What follows belongs to an exercise in optimizing a design on an open flow for small area, a short achievable clock period and few clock cycles per item; a production flow would make more cautious choices.
No run shown here included a check of the RTL's function; only the layout flow was run.
Power figures rest on the tool's default switching activity, not on a simulated workload.

`flow/design.v`:
```
`timescale 1ns/1ps
package cmul_types_pkg;
    localparam int ELEM_W    = 8;    
    localparam int RES_W     = 18;   
    localparam int RES_BYTES = 3;    
    localparam int ADDR_W    = 16;   
    localparam int REG_W     = 16;   
    typedef logic signed [ELEM_W-1:0] elem_t;       
    typedef logic signed [RES_W-1:0]  res_t;        
    typedef logic [ADDR_W-1:0]        addr_t;       
    typedef logic [REG_W-1:0]         reg_t;        
    typedef logic [2:0]               byte_cnt_t;   
endpackage
`timescale 1ns/1ps
package cmul_regmap_pkg;
    typedef enum logic [2:0] {
        OFS_OP1    = 3'd0,   
        OFS_OP2    = 3'd1,   
        OFS_RES    = 3'd2,   
        OFS_NUM_OP = 3'd3,   
        OFS_START  = 3'd4,   
        OFS_STATUS = 3'd5,   
        OFS_STATE  = 3'd6    
    } reg_offset_e;
    localparam int STS_DONE_BIT = 0;
    typedef enum logic [1:0] {
        ST_IDLE   = 2'd0,
        ST_RD_OPS = 2'd1,   
        ST_WORK   = 2'd2,   
        ST_WR_RES = 2'd3    
    } ctrl_state_e;
    localparam int OP_RD_BYTES  = 4;   
    localparam int RES_WR_BYTES = 6;   
    localparam int OP_STRIDE    = 2;   
    localparam int RES_STRIDE   = 6;   
endpackage
`timescale 1ns/1ps
module comp_mult_top
#(
    parameter logic [15:0] APB_BASE = '0   
) (
    input  logic        clk,
    input  logic        rst_n,
    input  logic [15:0] paddr,
    input  logic        pwrite,
    input  logic [15:0] pwdata,
    input  logic        psel,
    output logic        pready,
    output logic [15:0] prdata,
    output logic        pslverr,
    output logic        mem_ce,
    output logic        mem_we,
    output logic [15:0] mem_addr,
    output logic [7:0]  mem_wr_data,
    input  logic [7:0]  mem_rd_data
);
    logic [15:0] ofs_full;
    logic [2:0]  ofs;
    logic        in_range;
    logic        acc_ok;
    logic        wr_en;
    logic [15:0] op1_ptr;    
    logic [15:0] op2_ptr;    
    logic [15:0] res_ptr;    
    logic [15:0] num;        
    logic        num_ok;     
    logic        busy;       
    logic        done;
    logic        rd_q;       
    assign ofs_full = paddr - APB_BASE;
    assign in_range = (ofs_full[15:3] == 13'd0);
    assign ofs      = ofs_full[2:0];
    always_comb begin
        case (ofs)
            3'd0, 3'd1, 3'd2, 3'd3, 3'd4: acc_ok = pwrite;
            3'd5:                         acc_ok = 1'b1;
            3'd6:                         acc_ok = ~pwrite;
            default:                      acc_ok = 1'b0;
        endcase
    end
    assign wr_en = psel & pwrite & in_range & acc_ok;
    logic go;
    logic clr;
    assign go  = wr_en & (ofs == 3'd4) & pwdata[0] & ~busy & num_ok & (num != 16'd0);
    assign clr = wr_en & (ofs == 3'd5) & ~pwdata[0];
    assign pready = 1'b1;
    assign prdata = {15'd0, rd_q};
    always_ff @(posedge clk) begin
        rd_q <= ofs[1] ? busy : done;
    end
    logic [4:0]  jc;
    logic [9:0]  s;          
    logic        lastf;      
    logic        f0;         
    logic        rd_slot;
    logic        wr_slot;
    logic        fend;
    logic        fin;
    assign s[0] = ~jc[4] & ~jc[0];
    assign s[1] =  jc[0] & ~jc[1];
    assign s[2] =  jc[1] & ~jc[2];
    assign s[3] =  jc[2] & ~jc[3];
    assign s[4] =  jc[3] & ~jc[4];
    assign s[5] =  jc[4] &  jc[0];
    assign s[6] = ~jc[0] &  jc[1];
    assign s[7] = ~jc[1] &  jc[2];
    assign s[8] = ~jc[2] &  jc[3];
    assign s[9] = ~jc[3] &  jc[4];
    assign rd_slot = ~lastf & ~jc[3] & ~jc[4];                        
    assign wr_slot = lastf ? (s[1] | s[2] | s[3] | s[4] | s[5] | s[6])
                           : (~f0 & (jc[3] | jc[4]));                 
    assign fend    = lastf ? s[6] : s[9];
    assign fin     = busy & lastf & fend;
    assign mem_ce   = busy & (rd_slot | wr_slot);
    assign mem_we   = busy & wr_slot;
    assign mem_addr = rd_slot ? (jc[1] ? op2_ptr : op1_ptr) : res_ptr;
    logic [15:0] addr_inc;
    logic [15:0] ptr_d;
    assign addr_inc = mem_addr + 16'd1;
    assign ptr_d    = busy ? addr_inc : pwdata;
    always_ff @(posedge clk) begin
        if ((wr_en & (ofs == 3'd0)) | (busy & rd_slot & ~jc[1])) op1_ptr <= ptr_d;
        if ((wr_en & (ofs == 3'd1)) | (busy & rd_slot &  jc[1])) op2_ptr <= ptr_d;
        if ((wr_en & (ofs == 3'd2)) | (busy & wr_slot))          res_ptr <= ptr_d;
        if (wr_en & (ofs == 3'd3))
            num <= pwdata;
        else if (busy & ~lastf & s[3])
            num <= num - 16'd1;
    end
    always_ff @(posedge clk) begin
        if (go) begin
            jc    <= 5'd0;
            f0    <= 1'b1;
            lastf <= 1'b0;
        end else if (fend) begin
            jc    <= 5'd0;
            f0    <= 1'b0;
            lastf <= (num == 16'd0);
        end else begin
            jc    <= {jc[3:0], ~jc[4]};
        end
    end
    always_ff @(posedge clk or negedge rst_n) begin
        if (!rst_n) begin
            num_ok  <= 1'b0;
            busy    <= 1'b0;
            done    <= 1'b0;
            pslverr <= 1'b0;
        end else begin
            pslverr <= psel & ~(in_range & acc_ok);
            if (wr_en & (ofs == 3'd3))
                num_ok <= 1'b1;
            if (go)
                busy <= 1'b1;
            else if (fin)
                busy <= 1'b0;
            if (fin)
                done <= 1'b1;
            else if (clr)
                done <= 1'b0;
        end
    end
    logic signed [7:0]  opa;    
    logic signed [7:0]  opb;    
    logic signed [7:0]  opc;    
    logic signed [7:0]  opd;    
    logic signed [11:0] prod;   
    logic               p_hi;   
    logic signed [16:0] xr;     
    logic signed [16:0] yr;
    always_ff @(posedge clk) begin
        if (s[1]) opa <= mem_rd_data;
        if (s[2]) opb <= mem_rd_data;
        if (s[3]) opc <= mem_rd_data;
        if (s[4]) opd <= mem_rd_data;
    end
    logic sel_b, sel_d, hi;
    logic acc_en, acc_y, acc_first, acc_sub;
    assign sel_b     = s[7] | s[8] | s[1] | s[2];
    assign sel_d     = s[5] | s[6] | s[1] | s[2];
    assign hi        = s[6] | s[8] | s[0] | s[2];
    assign acc_en    = ~(s[4] | s[5]);
    assign acc_y     = jc[4] & ~jc[0];                                
    assign acc_first = s[6] | s[0];
    assign acc_sub   = s[2] | s[3];
    logic signed [7:0] mul_a;
    logic signed [7:0] mul_bb;
    logic signed [4:0] mul_n;
    assign mul_a  = sel_b ? opb : opa;
    assign mul_bb = sel_d ? opd : opc;
    assign mul_n  = hi ? {mul_bb[7], mul_bb[7:4]} : {1'b0, mul_bb[3:0]};
    logic signed [16:0] acc_in;
    logic signed [16:0] p_ext;
    logic signed [16:0] sum;
    assign acc_in = acc_first ? 17'sd0 : (acc_y ? yr : xr);
    assign p_ext  = p_hi ? {prod[11], prod, 4'd0} : {{5{prod[11]}}, prod};
    assign sum    = acc_sub ? (acc_in - p_ext) : (acc_in + p_ext);
    always_ff @(posedge clk) begin
        prod <= 12'(mul_a * mul_n);
        p_hi <= hi;
        if (acc_en &  acc_y) yr <= sum;
        if (acc_en & ~acc_y) xr <= sum;
    end
    logic [5:0] wb;   
    assign wb[0] = lastf ? s[1] : s[4];
    assign wb[1] = lastf ? s[2] : s[5];
    assign wb[2] = lastf ? s[3] : s[6];
    assign wb[3] = lastf ? s[4] : s[7];
    assign wb[4] = lastf ? s[5] : s[8];
    assign wb[5] = lastf ? s[6] : s[9];
    always_comb begin
        mem_wr_data = ({8{wb[0]}} & yr[7:0])
                    | ({8{wb[1]}} & yr[15:8])
                    | ({8{wb[2]}} & {6'd0, yr[16], yr[16]})
                    | ({8{wb[3]}} & xr[7:0])
                    | ({8{wb[4]}} & xr[15:8])
                    | ({8{wb[5]}} & {6'd0, xr[16], xr[16]});
    end
endmodule
```
`flow/flow/run.sh`:
```
#!/bin/bash
# standard layout, with plain buffers on the ports
set -euo pipefail
bash standard.sh BUFFER_PORTS_ARGS="-buffer_cell sky130_fd_sc_hd__buf_2" finish > standard.log 2>&1
```
`flow/standard.sh`:
```
#!/bin/bash
# synth_recipe.tcl (not shown) runs the flow's synth.tcl, then flattens the netlist and writes it again
# the make line also repeats each setting of config.mk as NAME=value (left out here)
make -C /OpenROAD-flow-scripts/flow DESIGN_CONFIG=/design/flow/config.mk WORK_HOME=/design/flow/orfs CLKGATE_MAP_FILE= SYNTH_SCRIPT=/design/flow/synth_recipe.tcl "${@:-finish}"
```
`flow/config.mk`:
```
export PLATFORM = sky130hd
export DESIGN_NAME = comp_mult_top
export DESIGN_NICKNAME = comp_mult_top
export VERILOG_FILES = /design/flow/design.v
export SDC_FILE = /design/flow/constraint.sdc
export NUM_CORES = 4
export LEC_CHECK = 0
export CAP_MARGIN = 20
export CORE_MARGIN = 2
export CORE_UTILIZATION = 40
export SLEW_MARGIN = 20
```
`flow/constraint.sdc`:
```
create_clock -name core_clock -period 6.5 [get_ports {clk}]
set_input_delay 1.3000 -clock core_clock [delete_from_list [all_inputs] [get_ports {clk}]]
set_output_delay 1.3000 -clock core_clock [all_outputs]
set_load 0.01 [all_outputs]
```
==> results of run 1 <==
## sequential cells by signal (all words and copies together) (netlist names), 5 cells and up
register  count
opc           8
prod         12
res_ptr      16
opb           8
xr           17
op2_ptr      16
op1_ptr      16
num          16
yr           17
opa           8
opd           8
jc            5
## logic make-up (layout without fill, tap and decap cells)
| family | Yosys count | after routing |
|---|---|---|
| xor+xnor | 61 | 61 |
| flops | 155 | 155 |
| mux | 43 | 43 |
| simple gates | 292 | 292 |
| other cells | 2 | 16 |
| buf+inv | 114 | 181 |
| compound gates | 202 | 202 |
| fa+ha+maj | 63 | 63 |
## cells in the final DEF (no fill, tap or decap), types with 21 or more instances in the layout
master      n
a21oi_1    76
buf_2      71
dfxtp_1    21
edfxtp_1  130
fa_1       25
ha_1       38
inv_1      65
mux2i_1    25
nand2_1    86
nor2_1     99
o21ai_0    35
xnor2_1    37
xor2_1     24
## how the worst min path moves through the flow
stage,startpoint,to,slack [ps],depth (start not counted)
floorplan,num_ok,num_ok,430,1
global placement,num_ok,num_ok,450,1
detailed placement,num_ok,num_ok,450,1
CTS,num_ok,num_ok,470,1
global route,num_ok,num_ok,500,1
finish,num_ok,num_ok,470,1
## per-layer routing
layer | global-route usage, % | up-vias | share of wire, %
met5 | 0 | - | 0
met4 | 4.08 | 0 | 0.90
met3 | 3.18 | 14 | 4.5
met2 | 26.7 | 161 | 45
met1 | 24.4 | 3298 | 49
li1 | - | 3422 | -
## final cells by class
class,count,area share [%]
Clock buffer,18,3.98
Timing Repair Buffer,83,4.13
Inverter,66,2.30
Tap cell,319,3.70
Multi-Input combinational cell,677,43.4
Sequential cell,155,41.0
Clock inverter,14,1.45
## through the flow
| step | total power [mW] | utilization, % | instance area [sq um] | worst slack (ps) | cells |
|---|---|---|---|---|---|
| finish | 2.15 | 45.9 | 10800 | 1290 | 1332 |
| global route | 2.22 | 45.9 | 10800 | 837 | 1332 |
| CTS | 2.17 | 45.9 | 10800 | 1320 | 1332 |
| detailed placement | 1.19 | 43.4 | 10200 | 1340 | 1300 |
| global placement | 1.19 | 43.4 | 10200 | 1460 | 1300 |
| floorplan | 1.17 | - | 9620 | 1800 | 946 |
## synthesized netlist by cell type (14+ instances only)
library cell  instances  area [sq um]
dfxtp_1              21           420
edfxtp_1            130          3900
nor3_1               17          85.1
nand2_1              86           323
xor2_1               24           210
mux2_2               14           158
ha_1                 38           475
inv_1                65           244
fa_1                 25           500
o21ai_1              17          85.1
mux2i_1              25           250
o21ai_0              37           185
nand2b_1             14          87.6
xnor2_1              37           324
buf_4                19           143
clkbuf_1             19          71.3
a21oi_1              76           380
nor2_1               99           372
## worst max-delay path, stage by stage (launching register included)
cell and delay (ps):
dfxtp_1 580, and4b_1 300, nor2_2 270, mux2_2 370
o21ai_1 470, nor2_1 140, fa_1 540, inv_1 60
fa_1 460, fa_1 600, inv_1 60, ha_1 280
a21o_1 170, a21oi_1 210, o21bai_1 80, a21oi_1 210
o21ai_0 140, xor2_1 150
## where the power goes
group	internal, mW	leakage, nW	switching [mW]
logic	0.0122	2.52	0.0167
clock network	0.544	0.281	0.437
registers	1.11	1.43	0.0258
==> tab_implementation.tex, run 1 <==
\begin{tabular}{lr}
\hline
Metric & Value \\
\hline
\multicolumn{2}{l}{\textbf{Worst setup path}} \\
Startpoint of the most critical setup path & jc[4] \\
CP endpoint & prod[10] \\
Sort of element at the start of the critical path & flop \\
Startpoint-to-endpoint class of the critical path & reg -> reg \\
Worst r2r src & jc[4] \\
Crit path capture type & flop \\
Worst R2R End & prod[10] \\
Number of cells on the worst reg-to-reg path & 17 \\
Worst path required time & around 6800 ps \\
R2r setup slk & 1290 ps \\
Maximum fanout encountered on the critical timing path & 13 \\
Critical path data arrival time & 5520 ps \\
\multicolumn{2}{l}{\textbf{Logic synthesis}} \\
Number of library cell types mapped by synthesis & 72 \\
Synthesized netlist cell count & 932 \\
Share of the yosys chip area belonging to registers & about 46\% \\
Largest family of logic cells by synthesized area & simple AND/OR/NAND/NOR gates \\
Number of synthesized register bits & $\sim$160 \\
Post-synthesis share of cell area spent on full adders, half adders and majority gates & 10.2\% \\
Top\_reg\_cell synth & edfxtp\_1 \\
Synth Area in Compound Gates & 13.1\% \\
Synthesized-area fraction occupied by and/or/nand/nor cells & 14.4\% \\
Multiplexer area fraction after synthesis & 4.85\% \\
Xor/xnor share of the synthesized area & between 5 and 6\% \\
Post-Syn Area & 0.00957 sq mm \\
Post-synthesis area per instance & 10.3 sq um \\
Warnings from Yosys & 1 \\
Number of flops mapped to enable cells by yosys & 130 \\
Share of synthesized flip-flops with an asynchronous set or reset & 2.58\% \\
\multicolumn{2}{l}{\textbf{Die}} \\
Core Area & 0.0235 sq mm \\
Number of primary I/O pins & 88 \\
Die area & about 0.025 sq mm \\
Vertical die dimension & 159 microns \\
Effective utilization at floorplan & 40.8\% \\
Cell row count & 56 \\
Die X-Extent & 159 microns \\
\multicolumn{2}{l}{\textbf{Power and ir drop}} \\
Reported leakage power & 4.22 nW \\
Worst ir drop on vdd & 0.171 mV \\
Pwr per Cell Area & $\sim$200 mW/mm\^{}2 \\
\multicolumn{2}{l}{\textbf{Route}} \\
Via density per instance & between 5 and 6 \\
Number of DRC violations after detailed-routing iteration 0 & $\sim$550 \\
Wire length per cell after detailed routing & 15.5 microns \\
Antenna Violating Nets Remaining & 0 \\
DRC errors left & 0 \\
Routed via count & 6,895 \\
Number of iterations in the first detailed-routing pass & 5 \\
Final wirelength & 20,700 microns \\
\multicolumn{2}{l}{\textbf{Clocking}} \\
Clock transition time at the flip-flop clock pins of the worst setup and hold paths & 70 ps \\
Clock tree from TritonCTS & yes \\
Number of buffers added to fix hold violations after cts & 0 \\
Number of post-CTS setup repair buffers & 0 \\
CTS Sinks & about 160 \\
Insertion delay to the later sink of the worst-skew pair & 430 ps \\
CTS root buf & clkbuf\_16 \\
CTS resizes & 0 \\
Worst-case clock buffer depth & 2 \\
Total CTS buffers & 17 \\
H-tree levels & 4 \\
\multicolumn{2}{l}{\textbf{Timing}} \\
Upper clock frequency limit & approximately 190 MHz \\
Final Max Tran Viols & 0 \\
Setup repair after global routing missed its margin & false \\
Share of the clock period used by the worst path after layout & 80.1\% \\
Worst Max-Slew Pin Slew & $\sim$1000 ps \\
Clock period minus final worst setup slack & about 5200 ps \\
Final worst hold slack & about 470 ps \\
Setup-violating endpoint count in the final report & 0 \\
Total negative setup slack & 0 ps \\
Post-Route Skew & roughly 10 ps \\
Final count of hold timing violations & 0 \\
Max-slew headroom & 30.9\% \\
\multicolumn{2}{l}{\textbf{Global route}} \\
Number of global-route vias before repair & 6,480 \\
Antenna violations before repair & 0 \\
Global-route total usage across every layer & $\sim$17\% \\
Total grt overflow & 0 \\
Maximum number of pins on one net before global-route repair & 35 \\
First-pass GRT wire length & 33,300 microns \\
\multicolumn{2}{l}{\textbf{Cells and area}} \\
Filler Cell Count & 2,193 \\
Combined area of the multi-input logic cells & 0.00468 sq mm \\
Post-layout nets & 1,107 \\
Area growth from synthesis to layout & 12.7\% \\
Count of inserted antenna diode cells & 0 \\
Sequential cell area & 0.00442 sq mm \\
Fraction of final layout cells with drive strength greater than 1 & 14.5\% \\
\multicolumn{2}{l}{\textbf{Outcome}} \\
Result of the run & no timing/DRC/antenna violations \\
\multicolumn{2}{l}{\textbf{Run}} \\
Max cap viols & 0 \\
\multicolumn{2}{l}{\textbf{Placement}} \\
Input/output buffers & 71 \\
Weighted congestion reported at the end of routability-driven placement & between 0.8 and 0.9 \\
Total half-perimeter wirelength after legalization and detailed placement & approximately 15,000 microns \\
\multicolumn{2}{l}{\textbf{Min path}} \\
Kind of path behind the tightest hold check & reg -> reg \\
\hline
\end{tabular}
==> inputs of run 2 (changes only) <==
==> flow/run.sh (new file) <==
#!/bin/bash
# synth_recipe.tcl (not shown) runs the flow's synth.tcl, then flattens the netlist and writes it again
# the make line also repeats each setting of config.mk as NAME=value (left out here)
make -C /OpenROAD-flow-scripts/flow DESIGN_CONFIG=/design/flow/config.mk WORK_HOME=/design/flow/orfs CLKGATE_MAP_FILE= SYNTH_SCRIPT=/design/flow/synth_recipe.tcl finish
removed: flow/flow/run.sh
removed: flow/standard.sh
==> tab_implementation.tex, run 2 <==
\begin{tabular}{lr}
\hline
Metric & Value \\
\hline
\multicolumn{2}{l}{\textbf{Outcome}} \\
Result of the run & no timing/DRC/antenna violations \\
\multicolumn{2}{l}{\textbf{Logic synthesis}} \\
Most instantiated library cell after synthesis & edfxtp\_1 \\
Synthesized netlist cell count & slightly above 900 \\
Share of the yosys chip area belonging to registers & approximately 46\% \\
Share of synthesized flip-flops with an asynchronous set or reset & 2.58\% \\
Number of library cell types mapped by synthesis & 72 \\
Post-synthesis area per instance & 10.3 sq um \\
Post-Syn Area & 0.00957 sq mm \\
Top cells by area, synth & edfxtp\_1 41\%, fa\_1 5.2\%, ha\_1 5.0\% \\
Warnings from Yosys & 1 \\
Most frequent cells after synthesis & 130 x edfxtp\_1, 99 x nor2\_1, 86 x nand2\_1 \\
Area share of the leading cell type in the synthesized netlist & between 40 and 50\% \\
Number of flops mapped to enable cells by yosys & 130 \\
Top\_reg\_cell synth & edfxtp\_1 \\
Number of synthesized register bits & 155 \\
Library cell occupying the most area in the post-synthesis netlist & edfxtp\_1 \\
\multicolumn{2}{l}{\textbf{Power and ir drop}} \\
Relative contribution of combinational cells to total power & 2.0\% \\
Internal power consumption & 1.71 mW \\
NetSw & 0.461 mW \\
Total design power & 2.18 mW \\
Clock power share & 45.6\% \\
Part of the total power dissipated in sequential elements & 52.4\% \\
Pwr per Cell Area & 195 mW/mm\^{}2 \\
Reported leakage power & 4.21 nW \\
Worst ir drop on vdd & approximately 0.18 mV \\
Switching power share of the total & 21.2\% \\
\multicolumn{2}{l}{\textbf{Timing}} \\
Total negative setup slack & 0 ps \\
Post-Route Skew & 13.3 ps \\
Upper clock frequency limit & 191 MHz \\
Setup repair after global routing missed its margin & false \\
Clock period minus final worst setup slack & 5240 ps \\
Final count of hold timing violations & 0 \\
Share of the clock period used by the worst path after layout & 80.6\% \\
Worst Max-Slew Pin Slew & 1100 ps \\
Max-slew headroom & 26.8\% \\
Final Max Tran Viols & 0 \\
Setup-violating endpoint count in the final report & 0 \\
\multicolumn{2}{l}{\textbf{Min path}} \\
Kind of path behind the tightest hold check & reg -> reg \\
\multicolumn{2}{l}{\textbf{Die}} \\
Number of primary I/O pins & between 80 and 90 \\
Effective utilization at floorplan & about two fifths \\
Cell row count & 56 \\
Core Area & about 0.023 sq mm \\
Die area & 0.0252 sq mm \\
Vertical die dimension & 159 microns \\
Die X-Extent & 159 microns \\
\multicolumn{2}{l}{\textbf{Placement}} \\
Weighted congestion reported at the end of routability-driven placement & 0.806 \\
Placed Instances & 1,301 \\
Dpl cell area & 0.0106 sq mm \\
Total half-perimeter wirelength after legalization and detailed placement & about 16,000 microns \\
Input/output buffers & 71 \\
\multicolumn{2}{l}{\textbf{Clocking}} \\
CTS root buf & clkbuf\_16 \\
Worst-case clock buffer depth & 2 \\
Total CTS buffers & 17 \\
Clock transition time at the flip-flop clock pins of the worst setup and hold paths & 70 ps \\
H-tree levels & 4 \\
Clock tree from TritonCTS & yes \\
CTS resizes & 0 \\
Number of post-CTS setup repair buffers & 0 \\
CTS Sinks & 155 \\
Insertion delay to the later sink of the worst-skew pair & 420 ps \\
Number of buffers added to fix hold violations after cts & 0 \\
\multicolumn{2}{l}{\textbf{Global route}} \\
Number of global-route vias before repair & roughly 6.7k \\
Antenna violations before repair & 0 \\
Total grt overflow & 0 \\
Global-route total usage across every layer & 17.8\% \\
Maximum number of pins on one net before global-route repair & 35 \\
First-pass GRT wire length & 34,800 microns \\
\multicolumn{2}{l}{\textbf{Route}} \\
Via density per instance & $\sim$5.2 \\
DRC errors left & 0 \\
Wire length per cell after detailed routing & between 15 and 20 microns \\
Number of DRC violations after detailed-routing iteration 0 & around 500 \\
Routed via count & 6,887 \\
Number of iterations in the first detailed-routing pass & 5 \\
Final wirelength & 21,200 microns \\
Antenna Violating Nets Remaining & 0 \\
\multicolumn{2}{l}{\textbf{Worst setup path}} \\
Sort of element at the start of the critical path & flop \\
Critical path data arrival time & around 5500 ps \\
Maximum fanout encountered on the critical timing path & 13 \\
Crit path capture type & flop \\
Worst path required time & 6790 ps \\
Startpoint-to-endpoint class of the critical path & reg -> reg \\
\multicolumn{2}{l}{\textbf{Cells and area}} \\
Non-filler cells in the finished layout & 1,333 \\
Count of inserted antenna diode cells & 0 \\
Sequential cell area & 0.00442 sq mm \\
Commonest cells after routing, fill and taps aside & 130 x edfxtp\_1, 99 x nor2\_1, 86 x nand2\_1 \\
Most common library cell in the layout ignoring fill and taps & edfxtp\_1 \\
Filler Cell Count & 2,210 \\
Post-layout nets & 1,108 \\
Fraction of final layout cells with drive strength greater than 1 & under 10\% \\
Area growth from synthesis to layout & 16.5\% \\
Combined area of the multi-input logic cells & about 0.0047 sq mm \\
Final Cell Area & 0.0111 sq mm \\
Registers with the most flip-flops & xr x17, yr x17 \\
\multicolumn{2}{l}{\textbf{Run}} \\
Max cap viols & 0 \\
\hline
\end{tabular}
run 2: power by group through the flow:
| stage | clock, mW | sequential (mW) | combinational [mW] |
|---|---|---|---|
| 2_1_floorplan | 0 | 1.15 | 0.0156 |
| 3_3_place_gp | 0 | 1.16 | 0.0423 |
| 3_5_place_dp | 0 | 1.16 | 0.0427 |
| 4_1_cts | 1.01 | 1.14 | 0.0428 |
| 5_1_grt | 1.06 | 1.14 | 0.0465 |
| 6_report | 0.992 | 1.14 | 0.0427 |
run 2: area by class of cell:
| type | count | area share [%] |
|---|---|---|
| Clock inverter | 15 | 1.47 |
| Timing Repair Buffer | 84 | 7.25 |
| Sequential cell | 155 | 39.7 |
| Clock buffer | 17 | 3.82 |
| Inverter | 66 | 2.22 |
| Tap cell | 319 | 3.58 |
| Multi-Input combinational cell | 677 | 42.0 |
run 2: cell families (layout without fill, tap and decap cells):
logic type      Yosys count  after routing  synth area share (%)
flops                   155            155                  46.2
mux                      43             43                  4.85
compound gates          202            202                  13.1
buf+inv                 114            182                  5.47
other cells               2             16                0.0785
fa+ha+maj                63             63                  10.2
simple gates            292            292                  14.4
xor+xnor                 61             61                  5.58
run 2: path summary, 6_finish.rpt:
kind | end | cells after the start | start | slack (ps)
min in group asynchronous | num_ok | 1 | rst_n | 1080
setup / recovery | prod[10] | 17 | jc[4] | 1260
hold reg to reg | num_ok | 1 | num_ok | 470
setup reg to reg | prod[10] | 17 | jc[4] | 1260
hold / removal | num_ok | 1 | num_ok | 470
max in group asynchronous | busy | 1 | rst_n | 5220
run 2: worst max-delay path, cell delays in order, from the launching register on:
cell and delay [ps]:
dfxtp_1 580, and4b_1 300, nor2_2 280, mux2_2 370, o21ai_1 450, nor2_1 140
fa_1 520, inv_1 50, fa_1 460, fa_1 600, inv_1 60, ha_1 290
a21o_1 180, a21oi_1 210, o21bai_1 90, a21oi_1 220, o21ai_0 140, xor2_1 150
run 2: layer usage:
layer,global-route usage (%),part of all wire (%),vias up
met4,5.11,1.1,0
met2,27.4,45,157
met3,3.10,3.9,17
met5,0,0,-
li1,-,-,3415
met1,26.0,50,3298
run 2: through the flow:
stage / utilization, % / hold WS, ps / setup slack [ps]
2_1_floorplan: - / 426 / 1800
3_3_place_gp: 45.0 / 445 / 1430
3_5_place_dp: 45.0 / 450 / 1300
4_1_cts: 47.5 / 469 / 1270
5_1_grt: 47.5 / 491 / 860
6_report: 47.5 / 473 / 1260
==> inputs of run 3 (changes only) <==
--- a/flow/design.v
+++ b/flow/design.v
@@ -93,6 +93,4 @@
     logic        lastf;      
     logic        f0;         
-    logic        rd_slot;
-    logic        wr_slot;
     logic        fend;
     logic        fin;
@@ -107,12 +105,30 @@
     assign s[8] = ~jc[2] &  jc[3];
     assign s[9] = ~jc[3] &  jc[4];
-    assign rd_slot = ~lastf & ~jc[3] & ~jc[4];                        
-    assign wr_slot = lastf ? (s[1] | s[2] | s[3] | s[4] | s[5] | s[6])
-                           : (~f0 & (jc[3] | jc[4]));                 
     assign fend    = lastf ? s[6] : s[9];
     assign fin     = busy & lastf & fend;
-    assign mem_ce   = busy & (rd_slot | wr_slot);
-    assign mem_we   = busy & wr_slot;
-    assign mem_addr = rd_slot ? (jc[1] ? op2_ptr : op1_ptr) : res_ptr;
+    logic o_rd1, o_rd2, o_ce, o_we;
+    logic num_nz;
+    logic rd1_n, rd2_n, wr_n;
+    assign num_nz = (num != 16'd0);
+    assign rd1_n  = go | (busy & ~lastf & (s[0] | (s[9] & num_nz)));
+    assign rd2_n  = busy & ~lastf & (s[1] | s[2]);
+    assign wr_n   = busy & (lastf ? (s[0] | s[1] | s[2] | s[3] | s[4] | s[5])
+                                  : (~f0 & (s[3] | s[4] | s[5] | s[6] | s[7] | s[8])));
+    always_ff @(posedge clk or negedge rst_n) begin
+        if (!rst_n) begin
+            o_ce <= 1'b0;
+            o_we <= 1'b0;
+        end else begin
+            o_ce <= rd1_n | rd2_n | wr_n;
+            o_we <= wr_n;
+        end
+    end
+    always_ff @(posedge clk) begin
+        o_rd1 <= rd1_n;
+        o_rd2 <= rd2_n;
+    end
+    assign mem_ce   = o_ce;
+    assign mem_we   = o_we;
+    assign mem_addr = o_rd1 ? op1_ptr : (o_rd2 ? op2_ptr : res_ptr);
     logic [15:0] addr_inc;
     logic [15:0] ptr_d;
@@ -120,7 +136,7 @@
     assign ptr_d    = busy ? addr_inc : pwdata;
     always_ff @(posedge clk) begin
-        if ((wr_en & (ofs == 3'd0)) | (busy & rd_slot & ~jc[1])) op1_ptr <= ptr_d;
-        if ((wr_en & (ofs == 3'd1)) | (busy & rd_slot &  jc[1])) op2_ptr <= ptr_d;
-        if ((wr_en & (ofs == 3'd2)) | (busy & wr_slot))          res_ptr <= ptr_d;
+        if ((wr_en & (ofs == 3'd0)) | o_rd1)       op1_ptr <= ptr_d;
+        if ((wr_en & (ofs == 3'd1)) | o_rd2)       op2_ptr <= ptr_d;
+        if ((wr_en & (ofs == 3'd2)) | o_we)           res_ptr <= ptr_d;
         if (wr_en & (ofs == 3'd3))
             num <= pwdata;
@@ -175,19 +191,44 @@
         if (s[4]) opd <= mem_rd_data;
     end
-    logic sel_b, sel_d, hi;
-    logic acc_en, acc_y, acc_first, acc_sub;
-    assign sel_b     = s[7] | s[8] | s[1] | s[2];
-    assign sel_d     = s[5] | s[6] | s[1] | s[2];
-    assign hi        = s[6] | s[8] | s[0] | s[2];
-    assign acc_en    = ~(s[4] | s[5]);
-    assign acc_y     = jc[4] & ~jc[0];                                
-    assign acc_first = s[6] | s[0];
-    assign acc_sub   = s[2] | s[3];
+    logic sel_b;                  
+    logic [1:0] bneg, bone, btwo;   
+    logic acc_x, acc_y, acc_first;   
+    logic       nx_d, nx_hi, nx_neg;
+    logic [7:0] nx_src;
+    logic [3:0] nx_nib;
+    logic       nx_m1;
+    logic [2:0] trip0, trip1;
+    assign nx_d   = s[6] | s[7] | s[0] | s[1];
+    assign nx_hi  = s[5] | s[7] | s[9] | s[1];
+    assign nx_neg = s[0] | s[1];
+    assign nx_src = nx_d ? opd : opc;
+    assign nx_nib = nx_hi ? nx_src[7:4] : nx_src[3:0];
+    assign nx_m1  = nx_hi & nx_src[3];
+    assign trip0  = {nx_nib[1:0], nx_m1};
+    assign trip1  = nx_nib[3:1];
+    always_ff @(posedge clk) begin
+        sel_b   <= s[4] | s[5] | s[0] | s[1];
+        bone[0] <= trip0[1] ^ trip0[0];
+        btwo[0] <= (trip0[2] & ~trip0[1] & ~trip0[0]) | (~trip0[2] & trip0[1] & trip0[0]);
+        bneg[0] <= (trip0[2] & ~(trip0[1] & trip0[0])) ^ nx_neg;
+        bone[1] <= trip1[1] ^ trip1[0];
+        btwo[1] <= (trip1[2] & ~trip1[1] & ~trip1[0]) | (~trip1[2] & trip1[1] & trip1[0]);
+        bneg[1] <= (trip1[2] & ~(trip1[1] & trip1[0])) ^ nx_neg;
+        p_hi    <= s[6] | s[8] | s[0] | s[2];
+        acc_y     <= s[5] | s[6] | s[7] | s[8];                     
+        acc_x     <= s[9] | s[0] | s[1] | s[2];                     
+        acc_first <= s[5] | s[9];                                   
+    end
     logic signed [7:0] mul_a;
-    logic signed [7:0] mul_bb;
-    logic signed [4:0] mul_n;
-    assign mul_a  = sel_b ? opb : opa;
-    assign mul_bb = sel_d ? opd : opc;
-    assign mul_n  = hi ? {mul_bb[7], mul_bb[7:4]} : {1'b0, mul_bb[3:0]};
+    logic [8:0]  pm0, pm1, px0, px1;
+    logic [11:0] row0, row1, row2;
+    assign mul_a = sel_b ? opb : opa;
+    assign pm0   = bone[0] ? {mul_a[7], mul_a} : (btwo[0] ? {mul_a, 1'b0} : 9'd0);
+    assign pm1   = bone[1] ? {mul_a[7], mul_a} : (btwo[1] ? {mul_a, 1'b0} : 9'd0);
+    assign px0   = pm0 ^ {9{bneg[0]}};
+    assign px1   = pm1 ^ {9{bneg[1]}};
+    assign row0  = {{3{px0[8]}}, px0};
+    assign row1  = {px1[8], px1, 1'b0, bneg[0]};
+    assign row2  = {9'd0, bneg[1], 2'b00};
     logic signed [16:0] acc_in;
     logic signed [16:0] p_ext;
@@ -195,10 +236,9 @@
     assign acc_in = acc_first ? 17'sd0 : (acc_y ? yr : xr);
     assign p_ext  = p_hi ? {prod[11], prod, 4'd0} : {{5{prod[11]}}, prod};
-    assign sum    = acc_sub ? (acc_in - p_ext) : (acc_in + p_ext);
-    always_ff @(posedge clk) begin
-        prod <= 12'(mul_a * mul_n);
-        p_hi <= hi;
-        if (acc_en &  acc_y) yr <= sum;
-        if (acc_en & ~acc_y) xr <= sum;
+    assign sum    = acc_in + p_ext;
+    always_ff @(posedge clk) begin
+        prod <= row0 + row1 + row2;
+        if (acc_y) yr <= sum;
+        if (acc_x) xr <= sum;
     end
     logic [5:0] wb;   
==> flow/flow/run.sh (new file) <==
#!/bin/bash
# standard layout, with plain buffers on the ports
set -euo pipefail
bash standard.sh BUFFER_PORTS_ARGS="-buffer_cell sky130_fd_sc_hd__buf_2" finish > standard.log 2>&1
==> flow/standard.sh (new file) <==
#!/bin/bash
# synth_recipe.tcl (not shown) runs the flow's synth.tcl, then flattens the netlist and writes it again
# the make line also repeats each setting of config.mk as NAME=value (left out here)
make -C /OpenROAD-flow-scripts/flow DESIGN_CONFIG=/design/flow/config.mk WORK_HOME=/design/flow/orfs CLKGATE_MAP_FILE= SYNTH_SCRIPT=/design/flow/synth_recipe.tcl "${@:-finish}"
--- a/flow/config.mk
+++ b/flow/config.mk
@@ -9,3 +9,4 @@
 export CORE_MARGIN = 2
 export CORE_UTILIZATION = 40
+export SETUP_SLACK_MARGIN = 3.6
 export SLEW_MARGIN = 20
removed: flow/run.sh
==> tab_implementation.tex, run 3 <==
\begin{tabular}{lr}
\hline
Metric & Value \\
\hline
\multicolumn{2}{l}{\textbf{Worst setup path}} \\
Startpoint-to-endpoint class of the critical path & reg -> out \\
Worst R2R End & prod[11] \\
Worst r2r src & sel\_b \\
Worst path required time & 5200 ps \\
Number of cells on the worst reg-to-reg path & 10 \\
Sort of element at the start of the critical path & flop \\
Startpoint of the most critical setup path & lastf \\
R2r setup slk & 3640 ps \\
Maximum fanout encountered on the critical timing path & 9 \\
Critical path data arrival time & 1720 ps \\
Crit path capture type & output pin \\
\multicolumn{2}{l}{\textbf{Logic synthesis}} \\
Warnings from Yosys & 1 \\
Multiplexer area fraction after synthesis & 7.22\% \\
Library cell occupying the most area in the post-synthesis netlist & edfxtp\_1 \\
Top\_reg\_cell synth & edfxtp\_1 \\
Number of synthesized register bits & 169 \\
Synthesized netlist cell count & between 800 and 900 \\
Share of synthesized flip-flops with an asynchronous set or reset & 3.55\% \\
Top cells by area, synth & edfxtp\_1 43\%, dfxtp\_1 7.3\%, ha\_1 5.4\% \\
Number of library cell types mapped by synthesis & 70 \\
Number of flops mapped to enable cells by yosys & between 100 and 150 \\
Post-synthesis share of cell area spent on full adders, half adders and majority gates & 5.58\% \\
Largest family of logic cells by synthesized area & simple AND/OR/NAND/NOR gates \\
Share of the yosys chip area belonging to registers & just over 50\% \\
Area share of the leading cell type in the synthesized netlist & 42.9\% \\
Most instantiated library cell after synthesis & edfxtp\_1 \\
Post-synthesis area per instance & 11.3 sq um \\
Most frequent cells after synthesis & 130 x edfxtp\_1, 81 x nor2\_1, 62 x nand2\_1 \\
Synthesized-area fraction occupied by and/or/nand/nor cells & a little over an eighth \\
Synth Area in Compound Gates & 11.4\% \\
Post-Syn Area & 0.00910 sq mm \\
Xor/xnor share of the synthesized area & 6.69\% \\
\multicolumn{2}{l}{\textbf{Cells and area}} \\
Count of inserted antenna diode cells & 0 \\
Commonest cells after routing, fill and taps aside & 130 x edfxtp\_1, 79 x nor2\_1, 72 x buf\_2 \\
Post-layout nets & 1,006 \\
Combined area of the multi-input logic cells & $\sim$0.0045 sq mm \\
Fraction of final layout cells with drive strength greater than 1 & between 30\% and 40\% \\
Filler Cell Count & 1,954 \\
Area growth from synthesis to layout & 23.9\% \\
Registers with the most flip-flops & xr x17, yr x17 \\
Most common library cell in the layout ignoring fill and taps & edfxtp\_1 \\
Sequential cell area & 0.00476 sq mm \\
Non-filler cells in the finished layout & 1,220 \\
\multicolumn{2}{l}{\textbf{Clocking}} \\
H-tree levels & 4 \\
Worst-case clock buffer depth & 2 \\
CTS Sinks & 169 \\
Insertion delay to the later sink of the worst-skew pair & approximately 440 ps \\
Total CTS buffers & 17 \\
CTS root buf & clkbuf\_16 \\
Clock transition time at the flip-flop clock pins of the worst setup and hold paths & 70 ps \\
Clock tree from TritonCTS & yes \\
\multicolumn{2}{l}{\textbf{Power and ir drop}} \\
Reported leakage power & 4.30 nW \\
Switching power share of the total & between 20\% and 30\% \\
Pwr per Cell Area & 194 mW/mm\^{}2 \\
Part of the total power dissipated in sequential elements & 52.7\% \\
Clock power share & 45.4\% \\
NetSw & 0.504 mW \\
Relative contribution of combinational cells to total power & 1.9\% \\
Worst ir drop on vdd & 0.170 mV \\
Internal power consumption & about 1.7 mW \\
\multicolumn{2}{l}{\textbf{Route}} \\
Antenna Violating Nets Remaining & 0 \\
Wire length per cell after detailed routing & 16.5 microns \\
Number of iterations in the first detailed-routing pass & 4 \\
Number of DRC violations after detailed-routing iteration 0 & 339 \\
Via density per instance & 5.21 \\
Routed via count & 6,354 \\
DRC errors left & 0 \\
Final wirelength & 20,100 microns \\
\multicolumn{2}{l}{\textbf{Min path}} \\
Hold wc startpoint & f0 \\
Number of stages on the worst hold path & 2 \\
Worst min-delay path endpoint & f0 \\
Kind of path behind the tightest hold check & reg -> reg \\
\multicolumn{2}{l}{\textbf{Placement}} \\
Placed Instances & roughly 1.1k \\
Input/output buffers & 71 \\
Total half-perimeter wirelength after legalization and detailed placement & 13,400 microns \\
Weighted congestion reported at the end of routability-driven placement & about 0.82 \\
\multicolumn{2}{l}{\textbf{Die}} \\
Cell row count & 55 \\
Number of primary I/O pins & 88 \\
Vertical die dimension & 155 microns \\
Core Area & around 0.023 sq mm \\
Die area & 0.0240 sq mm \\
Die X-Extent & around 150 microns \\
Effective utilization at floorplan & 40.5\% \\
\multicolumn{2}{l}{\textbf{Timing}} \\
Worst Max-Slew Pin Slew & roughly 840 ps \\
Max-slew headroom & 43.6\% \\
Upper clock frequency limit & 331 MHz \\
Setup repair after global routing missed its margin & true \\
Clock period minus final worst setup slack & 3020 ps \\
Post-Route Skew & 13.8 ps \\
Setup-violating endpoint count in the final report & 0 \\
Total negative setup slack & 0 ps \\
Final count of hold timing violations & 0 \\
Final Max Tran Viols & 0 \\
Share of the clock period used by the worst path after layout & a little under half \\
\multicolumn{2}{l}{\textbf{Run}} \\
Max cap viols & 0 \\
\multicolumn{2}{l}{\textbf{Global route}} \\
Number of global-route vias before repair & 6,068 \\
Global-route total usage across every layer & 16.9\% \\
Maximum number of pins on one net before global-route repair & 38 \\
Total grt overflow & 0 \\
Antenna violations before repair & 0 \\
First-pass GRT wire length & 31,400 microns \\
\multicolumn{2}{l}{\textbf{Outcome}} \\
Result of the run & no timing/DRC/antenna violations \\
\hline
\end{tabular}
==> run 3: metrics by stage <==
step	utilization (%)	hold WS, ps	instance area, sq um	total power [mW]	setup WS (ps)
after floorplan	-	434	9270	1.20	3560
after global placement	42.9	446	9660	1.22	2740
after detailed placement	42.9	456	9660	1.22	2690
after CTS	48.1	467	10800	2.21	3420
after global routing	50.1	484	11300	2.26	3420
final	50.1	466	11300	2.19	3480
==> run 3: timing repair <==
action,in CTS,in global routing
setup endpoints to repair,90,104
resized for setup,68,51
pin swaps,20,26
cloned,3,0
endpoints found under the hold margin,0,0
buffers inserted,24,30
hold buffers,0,0
==> run 3: how the worst max path moves through the flow <==
stage                           endpoint  slack (ps)  depth (start not counted)
after CTS                 mem_wr_data[1]        3420                          6
after floorplan               op1_ptr[0]        3560                          4
after global routing      mem_wr_data[0]        3420                          6
after global placement            num[2]        2740                          6
after detailed placement          num[5]        2690                          6
final                     mem_wr_data[0]        3480                          6
==> run 3: logic make-up after synthesis <==
group                    Yosys count
AO/OA/AOI/OAI                    156
XOR/XNOR                          68
AND/OR/NAND/NOR                  244
adder cells (fa/ha/maj)           40
flip-flops                       169
other                              2
buffers and inverters             71
multiplexers                      59
==> run 3: critical path: stages (launching register included) <==
cell and delay (ps):
dfxtp_4 390, nand3_1 130, o31ai_4 100, buf_12 150, a22oi_1 240, nand3_1 120, buf_2 160
==> run 3: per-layer routing <==
layer  track usage (%)  vias up  wire length, microns
met3              2.84       23                   675
li1                  -     3168                     -
met1              22.4     3048                  9110
met5                 0        -                     0
met2              28.3      115                 10000
met4              5.86        0                   309
==> run 3: cell type report <==
| class | instances | area share, % |
|---|---|---|
| clock buffers | 17 | 3.77 |
| clock inverters | 15 | 1.56 |
| inverters | 19 | 0.699 |
| flip-flops and latches | 169 | 42.2 |
| multi-input cells | 584 | 40.2 |
| repair buffers | 131 | 8.38 |
| well taps | 285 | 3.16 |
==> run 3: power by group through the flow <==
stage	clock network [mW]	registers [mW]	logic [mW]
4_1_cts	1.01	1.16	0.0418
6_report	0.994	1.15	0.0418
2_1_floorplan	0	1.18	0.0222
3_5_place_dp	0	1.18	0.0403
5_1_grt	1.06	1.15	0.0463
3_3_place_gp	0	1.18	0.0400
==> inputs of run 4 (changes only) <==
--- a/flow/config.mk
+++ b/flow/config.mk
@@ -9,4 +9,3 @@
 export CORE_MARGIN = 2
 export CORE_UTILIZATION = 40
-export SETUP_SLACK_MARGIN = 3.6
 export SLEW_MARGIN = 20
==> tab_implementation.tex, run 4 <==
\begin{tabular}{lr}
\hline
Metric & Value \\
\hline
\multicolumn{2}{l}{\textbf{Outcome}} \\
Result of the run & no timing/DRC/antenna violations \\
\multicolumn{2}{l}{\textbf{Clocking}} \\
Number of buffers added to fix hold violations after cts & 0 \\
CTS Sinks & between 150 and 200 \\
Number of post-CTS setup repair buffers & 0 \\
CTS root buf & clkbuf\_16 \\
Clock tree from TritonCTS & yes \\
Total CTS buffers & 17 \\
CTS resizes & 0 \\
Clock transition time at the flip-flop clock pins of the worst setup and hold paths & approximately 70 ps \\
Worst-case clock buffer depth & 2 \\
Insertion delay to the later sink of the worst-skew pair & 440 ps \\
H-tree levels & 4 \\
\multicolumn{2}{l}{\textbf{Logic synthesis}} \\
Library cell occupying the most area in the post-synthesis netlist & edfxtp\_1 \\
Number of library cell types mapped by synthesis & 70 \\
Synthesized netlist cell count & 809 \\
Most frequent cells after synthesis & 130 x edfxtp\_1, 81 x nor2\_1, 62 x nand2\_1 \\
Number of synthesized register bits & 169 \\
Post-Syn Area & 0.00910 sq mm \\
Share of synthesized flip-flops with an asynchronous set or reset & between 3 and 4\% \\
Number of flops mapped to enable cells by yosys & 130 \\
Multiplexer area fraction after synthesis & between 7 and 8\% \\
Largest family of logic cells by synthesized area & simple AND/OR/NAND/NOR gates \\
Most instantiated library cell after synthesis & edfxtp\_1 \\
Post-synthesis area per instance & 11.3 sq um \\
Top\_reg\_cell synth & edfxtp\_1 \\
Synthesized-area fraction occupied by and/or/nand/nor cells & between 10\% and 20\% \\
Post-synthesis share of cell area spent on full adders, half adders and majority gates & 5.58\% \\
Share of the yosys chip area belonging to registers & between 50\% and 60\% \\
Top cells by area, synth & edfxtp\_1 43\%, dfxtp\_1 7.3\%, ha\_1 5.4\% \\
Synth Area in Compound Gates & 11.4\% \\
Area share of the leading cell type in the synthesized netlist & 42.9\% \\
Xor/xnor share of the synthesized area & under 10\% \\
Warnings from Yosys & 1 \\
\multicolumn{2}{l}{\textbf{Worst setup path}} \\
Worst path required time & 5200 ps \\
Max stage delay cell, worst path & nor2b\_1 \\
Critical path data arrival time & 2830 ps \\
Startpoint-to-endpoint class of the critical path & reg -> out \\
Maximum fanout encountered on the critical timing path & 12 \\
Crit path largest cell delay & approximately 790 ps \\
Cell breakdown of the critical path & nor2b\_1 -> nand2\_1 -> o21ai\_1 -> a22oi\_1 -> nand3\_1 -> buf\_2 \\
Critical path buffer and inverter count & 1 \\
CP delay by family, top & simple AND/OR/NAND/NOR gates \\
Crit path capture type & output pin \\
Sort of element at the start of the critical path & flop \\
\multicolumn{2}{l}{\textbf{Cells and area}} \\
Registers with the most flip-flops & xr x17, yr x17 \\
Most common library cell in the layout ignoring fill and taps & edfxtp\_1 \\
Fraction of final layout cells with drive strength greater than 1 & between 15 and 20\% \\
Commonest cells after routing, fill and taps aside & 130 x edfxtp\_1, 81 x nor2\_1, 71 x buf\_2 \\
Count of inserted antenna diode cells & 0 \\
Area growth from synthesis to layout & 12.3\% \\
Non-filler cells in the finished layout & 1,163 \\
Post-layout nets & approximately 950 \\
\multicolumn{2}{l}{\textbf{Global route}} \\
Antenna violations before repair & 0 \\
Maximum number of pins on one net before global-route repair & 37 \\
Number of global-route vias before repair & 5,801 \\
Total grt overflow & 0 \\
Global-route total usage across every layer & $\sim$16\% \\
First-pass GRT wire length & $\sim$31,000 microns \\
\multicolumn{2}{l}{\textbf{Power and ir drop}} \\
Reported leakage power & around 3.9 nW \\
Clock power share & 47.0\% \\
NetSw & 0.552 mW \\
Pwr per Cell Area & 221 mW/mm\^{}2 \\
Relative contribution of combinational cells to total power & 1.7\% \\
Worst ir drop on vdd & roughly 0.14 mV \\
Total design power & 2.26 mW \\
Part of the total power dissipated in sequential elements & 51.2\% \\
Switching power share of the total & approximately 24\% \\
Internal power consumption & 1.71 mW \\
\multicolumn{2}{l}{\textbf{Timing}} \\
Setup repair after global routing missed its margin & false \\
Share of the clock period used by the worst path after layout & a little under two thirds \\
Upper clock frequency limit & 242 MHz \\
Final WS setup & 2370 ps \\
Clock period minus final worst setup slack & slightly above 4000 ps \\
Post-Route Skew & 15.9 ps \\
Final count of hold timing violations & 0 \\
Worst Max-Slew Pin Slew & 1080 ps \\
Setup-violating endpoint count in the final report & 0 \\
Max-slew headroom & around 28\% \\
Final Max Tran Viols & 0 \\
Final worst hold slack & between 400 and 500 ps \\
Total negative setup slack & 0 ps \\
\multicolumn{2}{l}{\textbf{Route}} \\
Number of iterations in the first detailed-routing pass & 4 \\
Number of DRC violations after detailed-routing iteration 0 & 321 \\
Wire length per cell after detailed routing & 16.7 microns \\
Antenna Violating Nets Remaining & 0 \\
Routed via count & 6,081 \\
Final wirelength & 19,500 microns \\
DRC errors left & 0 \\
Via density per instance & 5.23 \\
\multicolumn{2}{l}{\textbf{Die}} \\
Die X-Extent & 155 microns \\
Effective utilization at floorplan & roughly two fifths \\
Die area & 0.0240 sq mm \\
Core Area & 0.0225 sq mm \\
Number of primary I/O pins & 88 \\
Cell row count & 55 \\
Vertical die dimension & 155 microns \\
\multicolumn{2}{l}{\textbf{Placement}} \\
Worst-case setup slack after placement & $\sim$2800 ps \\
Input/output buffers & 71 \\
Weighted congestion reported at the end of routability-driven placement & 0.821 \\
Total half-perimeter wirelength after legalization and detailed placement & 13,800 microns \\
Placed Instances & 1,131 \\
\multicolumn{2}{l}{\textbf{Run}} \\
Max cap viols & 0 \\
\multicolumn{2}{l}{\textbf{Min path}} \\
Kind of path behind the tightest hold check & reg -> reg \\
\hline
\end{tabular}
==> run 4: worst min-delay path, cell delays in order, from the launching register on <==
cell and delay (ps):
dfxtp_1 310, nand3_1 60, nand2_1 40
==> run 4: logic make-up (layout without fill, tap and decap cells) <==
logic type / after synthesis / after routing
AO/OA/AOI/OAI: 156 / 156
XOR/XNOR: 68 / 68
adder cells (fa/ha/maj): 40 / 40
buffers and inverters: 71 / 126
flip-flops: 169 / 169
multiplexers: 59 / 59
other: 2 / 16
AND/OR/NAND/NOR: 244 / 244
==> run 4: layer usage <==
metal	vias to the layer above	routed length [microns]	GRT usage (%)
li1	3041	-	-
met1	2910	8990	21.9
met2	115	9520	27.8
met3	15	726	2.87
met4	0	206	4.50
met5	-	0	0
==> run 4: per-stage QoR <==
step           area [sq um]  utilization, %
6_report              10200            45.4
5_1_grt               10200            45.4
4_1_cts               10200            45.4
3_5_place_dp           9590            42.6
3_3_place_gp           9590            42.6
2_1_floorplan          9160               -
==> run 4: layout make-up <==
cell class	instances	area, sq um
sequential	169	4720
timing repair buffer	75	385
fill	2062	12300
multi-input combinational	583	4060
inverter	19	71.3
clock inverter	15	206
tap	285	357
clock buffer	17	425
==> run 4: power by group through the flow <==
stage               combinational (mW)  clock [mW]  sequential, mW
finish                          0.0395        1.06            1.16
global route                    0.0436        1.12            1.16
CTS                             0.0396        1.08            1.16
detailed placement              0.0394           0            1.18
global placement                0.0389           0            1.18
floorplan                       0.0216           0            1.18
==> run 4: worst paths after layout <==
check / slack, ps / endpoint / from / cells after the start
max in group asynchronous: 5640 / o_ce / rst_n / 1
hold reg to reg: 460 / f0 / f0 / 2
hold / removal: 460 / f0 / f0 / 2
setup reg to reg: 2940 / xr[16] / acc_y / 10
min in group asynchronous: 690 / pslverr / rst_n / 1
setup / recovery: 2370 / mem_wr_data[1] / jc[1] / 6
==> inputs of run 5 (changes only) <==
--- a/flow/config.mk
+++ b/flow/config.mk
@@ -9,3 +9,7 @@
 export CORE_MARGIN = 2
 export CORE_UTILIZATION = 40
+export CTS_BUF_LIST = sky130_fd_sc_hd__clkbuf_4 sky130_fd_sc_hd__clkbuf_8
+export CTS_CLUSTER_DIAMETER = 60
+export CTS_CLUSTER_SIZE = 30
+export SETUP_SLACK_MARGIN = 3.6
 export SLEW_MARGIN = 20
==> tab_implementation.tex, run 5 <==
\begin{tabular}{lr}
\hline
Metric & Value \\
\hline
\multicolumn{2}{l}{\textbf{Outcome}} \\
Result of the run & no timing/DRC/antenna violations \\
\multicolumn{2}{l}{\textbf{Die}} \\
Die X-Extent & roughly 150 microns \\
Core Area & between 0.02 and 0.025 sq mm \\
Effective utilization at floorplan & 40.5\% \\
Cell row count & 55 \\
Die area & 0.0240 sq mm \\
Vertical die dimension & $\sim$150 microns \\
Number of primary I/O pins & 88 \\
\multicolumn{2}{l}{\textbf{Placement}} \\
Dpl cell area & approximately 0.0097 sq mm \\
Weighted congestion reported at the end of routability-driven placement & 0.816 \\
Total half-perimeter wirelength after legalization and detailed placement & 13,400 microns \\
Input/output buffers & 71 \\
Worst-case setup slack after placement & around 2700 ps \\
\multicolumn{2}{l}{\textbf{Power and ir drop}} \\
Worst ir drop on vdd & 0.115 mV \\
Pwr per Cell Area & 175 mW/mm\^{}2 \\
Reported leakage power & 4.19 nW \\
\multicolumn{2}{l}{\textbf{Logic synthesis}} \\
Share of synthesized flip-flops with an asynchronous set or reset & 3.55\% \\
Top\_reg\_cell synth & edfxtp\_1 \\
Most instantiated library cell after synthesis & edfxtp\_1 \\
Number of synthesized register bits & around 170 \\
Warnings from Yosys & 1 \\
Top cells by area, synth & edfxtp\_1 43\%, dfxtp\_1 7.3\%, ha\_1 5.4\% \\
Post-Syn Area & 0.00910 sq mm \\
Area share of the leading cell type in the synthesized netlist & 42.9\% \\
Number of library cell types mapped by synthesis & 70 \\
Synthesized netlist cell count & approximately 810 \\
Share of the yosys chip area belonging to registers & 51.8\% \\
Library cell occupying the most area in the post-synthesis netlist & edfxtp\_1 \\
Most frequent cells after synthesis & 130 x edfxtp\_1, 81 x nor2\_1, 62 x nand2\_1 \\
Post-synthesis area per instance & 11.3 sq um \\
Number of flops mapped to enable cells by yosys & 130 \\
\multicolumn{2}{l}{\textbf{Clocking}} \\
Total CTS buffers & 17 \\
Insertion delay to the later sink of the worst-skew pair & 480 ps \\
Clock tree from TritonCTS & yes \\
CTS Sinks & 169 \\
H-tree levels & 4 \\
Worst-case clock buffer depth & 2 \\
CTS root buf & clkbuf\_8 \\
Clock transition time at the flip-flop clock pins of the worst setup and hold paths & $\sim$100 ps \\
Number of buffers added to fix hold violations after cts & 0 \\
\multicolumn{2}{l}{\textbf{Worst setup path}} \\
Critical path buffer and inverter count & 2 \\
Max stage delay cell, worst path & dfxtp\_4 \\
Depth of the critical timing path with buffers and inverters included & 6 \\
Most frequent CP cell & nand3\_1 \\
Crit path capture type & output pin \\
Critical path data arrival time & around 1700 ps \\
Worst path required time & around 5200 ps \\
Cell breakdown of the critical path & nand3\_1 -> o31ai\_4 -> buf\_12 -> a22oi\_1 -> nand3\_1 -> buf\_2 \\
Maximum fanout encountered on the critical timing path & 9 \\
Number of cells on the worst reg-to-reg path & 10 \\
Crit path largest cell delay & 400 ps \\
Sort of element at the start of the critical path & flop \\
Startpoint-to-endpoint class of the critical path & reg -> out \\
CP delay by family, top & flip-flops \\
R2r setup slk & 3640 ps \\
\multicolumn{2}{l}{\textbf{Global route}} \\
Maximum number of pins on one net before global-route repair & 38 \\
Antenna violations before repair & 0 \\
Number of global-route vias before repair & slightly above 6k \\
First-pass GRT wire length & about 32,000 microns \\
Total grt overflow & 0 \\
Global-route total usage across every layer & between 15 and 20\% \\
\multicolumn{2}{l}{\textbf{Timing}} \\
Share of the clock period used by the worst path after layout & between 40\% and 50\% \\
Max-slew headroom & 43.9\% \\
Final count of hold timing violations & 0 \\
Setup-violating endpoint count in the final report & 0 \\
Clock period minus final worst setup slack & 3040 ps \\
Total negative setup slack & 0 ps \\
Upper clock frequency limit & 329 MHz \\
Final WS setup & $\sim$3500 ps \\
Post-Route Skew & 20.5 ps \\
Final Max Tran Viols & 0 \\
Worst Max-Slew Pin Slew & 841 ps \\
Setup repair after global routing missed its margin & true \\
\multicolumn{2}{l}{\textbf{Route}} \\
Routed via count & 6,349 \\
Number of iterations in the first detailed-routing pass & 5 \\
Wire length per cell after detailed routing & about 17 microns \\
Via density per instance & 5.23 \\
DRC errors left & 0 \\
Number of DRC violations after detailed-routing iteration 0 & 381 \\
Final wirelength & 20,100 microns \\
Antenna Violating Nets Remaining & 0 \\
\multicolumn{2}{l}{\textbf{Min path}} \\
Kind of path behind the tightest hold check & reg -> reg \\
Number of stages on the worst hold path & 2 \\
\multicolumn{2}{l}{\textbf{Cells and area}} \\
Area growth from synthesis to layout & 21.5\% \\
Count of inserted antenna diode cells & 0 \\
Final Cell Area & 0.0111 sq mm \\
Commonest cells after routing, fill and taps aside & 130 x edfxtp\_1, 79 x nor2\_1, 70 x buf\_2 \\
Post-layout nets & around 1k \\
Most common library cell in the layout ignoring fill and taps & edfxtp\_1 \\
Share of the core filled with cells & about half \\
Fraction of final layout cells with drive strength greater than 1 & 30.4\% \\
Registers with the most flip-flops & xr x17, yr x17 \\
\multicolumn{2}{l}{\textbf{Run}} \\
Max cap viols & 0 \\
\hline
\end{tabular}
run 5: final cells by class:
type / count / area (sq um)
fill: 1979 / 11400
sequential: 169 / 4760
multi-input combinational: 584 / 4550
timing repair buffer: 126 / 908
tap: 285 / 357
clock buffer: 17 / 234
clock inverter: 15 / 176
inverter: 19 / 78.8
run 5: report_power, final:
| group | leakage (nW) | switching, mW | internal (mW) |
|---|---|---|---|
| logic | 2.42 | 0.0272 | 0.0147 |
| registers | 1.58 | 0.000745 | 1.15 |
| clock network | 0.198 | 0.448 | 0.292 |
run 5: cells by family after synthesis:
| kind of cell | Yosys count | share of synthesized area [%] |
|---|---|---|
| fa+ha+maj | 40 | 5.58 |
| other cells | 2 | 0.0825 |
| flops | 169 | 51.8 |
| xor+xnor | 68 | 6.69 |
| compound gates | 156 | 11.4 |
| simple gates | 244 | 13.0 |
| buf+inv | 71 | 4.21 |
| mux | 59 | 7.22 |
run 5: stage by stage:
stage	hold slack (ps)	power, mW	cells
4_1_cts	472	1.95	1197
6_report	478	1.94	1215
2_1_floorplan	434	1.20	823
5_1_grt	489	2.00	1215
3_5_place_dp	456	1.22	1131
3_3_place_gp	446	1.22	1131
run 5: worst register-to-register path, delay by kind of cell, from the launching register on:
family,cells,cell delay (ps)
AO/OA/AOI/OAI,2,250
adder cells (fa/ha/maj),2,670
buffers and inverters,2,210
flip-flops,1,430
XOR/XNOR,1,270
AND/OR/NAND/NOR,2,570
multiplexers,1,360
run 5: worst paths after layout:
path / endpoint / startpoint
max: mem_wr_data[0] / lastf
min: f0 / f0
max reg2reg: prod[11] / sel_b
min reg2reg: f0 / f0
max in group asynchronous: o_ce / rst_n
min in group asynchronous: done / rst_n
run 5: timing repair:
| item | 4_1_cts | 5_1_grt |
|---|---|---|
| pin swaps | 25 | 22 |
| cloned | 2 | 0 |
| gates resized for setup | 87 | 36 |
| endpoints found under the setup margin | 90 | 67 |
| buffers inserted | 32 | 18 |
run 5: per-layer routing:
metal  global-route usage [%]  vias to the layer above  part of all wire, %
met5                        0                        -                    0
met3                     3.45                       15                  4.0
met1                     22.1                     3061                   46
li1                         -                     3143                    -
met4                     5.03                        0                  1.0
met2                     28.6                      130                   49

## static timing again, ports no longer ideal
In the flow no input, the clock included, has a driving cell. The finished layouts below were timed again as built, in two steps. Step 1, drivers: a clkbuf_16 drives clk and a buf_2 each remaining input, both assumed. Step 2, shift: input delay + t, output delay - t, t = (earliest + latest rising clock arrival at the registers) / 2. This alone moves slack from input paths to output paths. a / b / c = ideal / step 1 / step 2; a / b = the first two.
run	t, ns	setup slack, ns	latest minus earliest clock arrival (ns)	worst register clock-pin slew, ns
run 1	0.465	1.291 / 1.291 / 1.291	0.010 / 0.010	0.07 / 0.07
run 2	0.463	1.262 / 1.262 / 1.262	0.016 / 0.016	0.07 / 0.07
run 3	0.479	3.479 / 3.431 / 3.396	0.018 / 0.018	0.08 / 0.08
run 4	0.478	2.374 / 2.327 / 2.805	0.019 / 0.019	0.09 / 0.09
run 5	0.508	3.456 / 3.414 / 3.379	0.026 / 0.026	0.11 / 0.11
After both steps setup and hold are still met in every run listed. The setup slack of run 3, which loses most, moves by -0.048 ns with the drivers and by -0.083 ns with both steps.
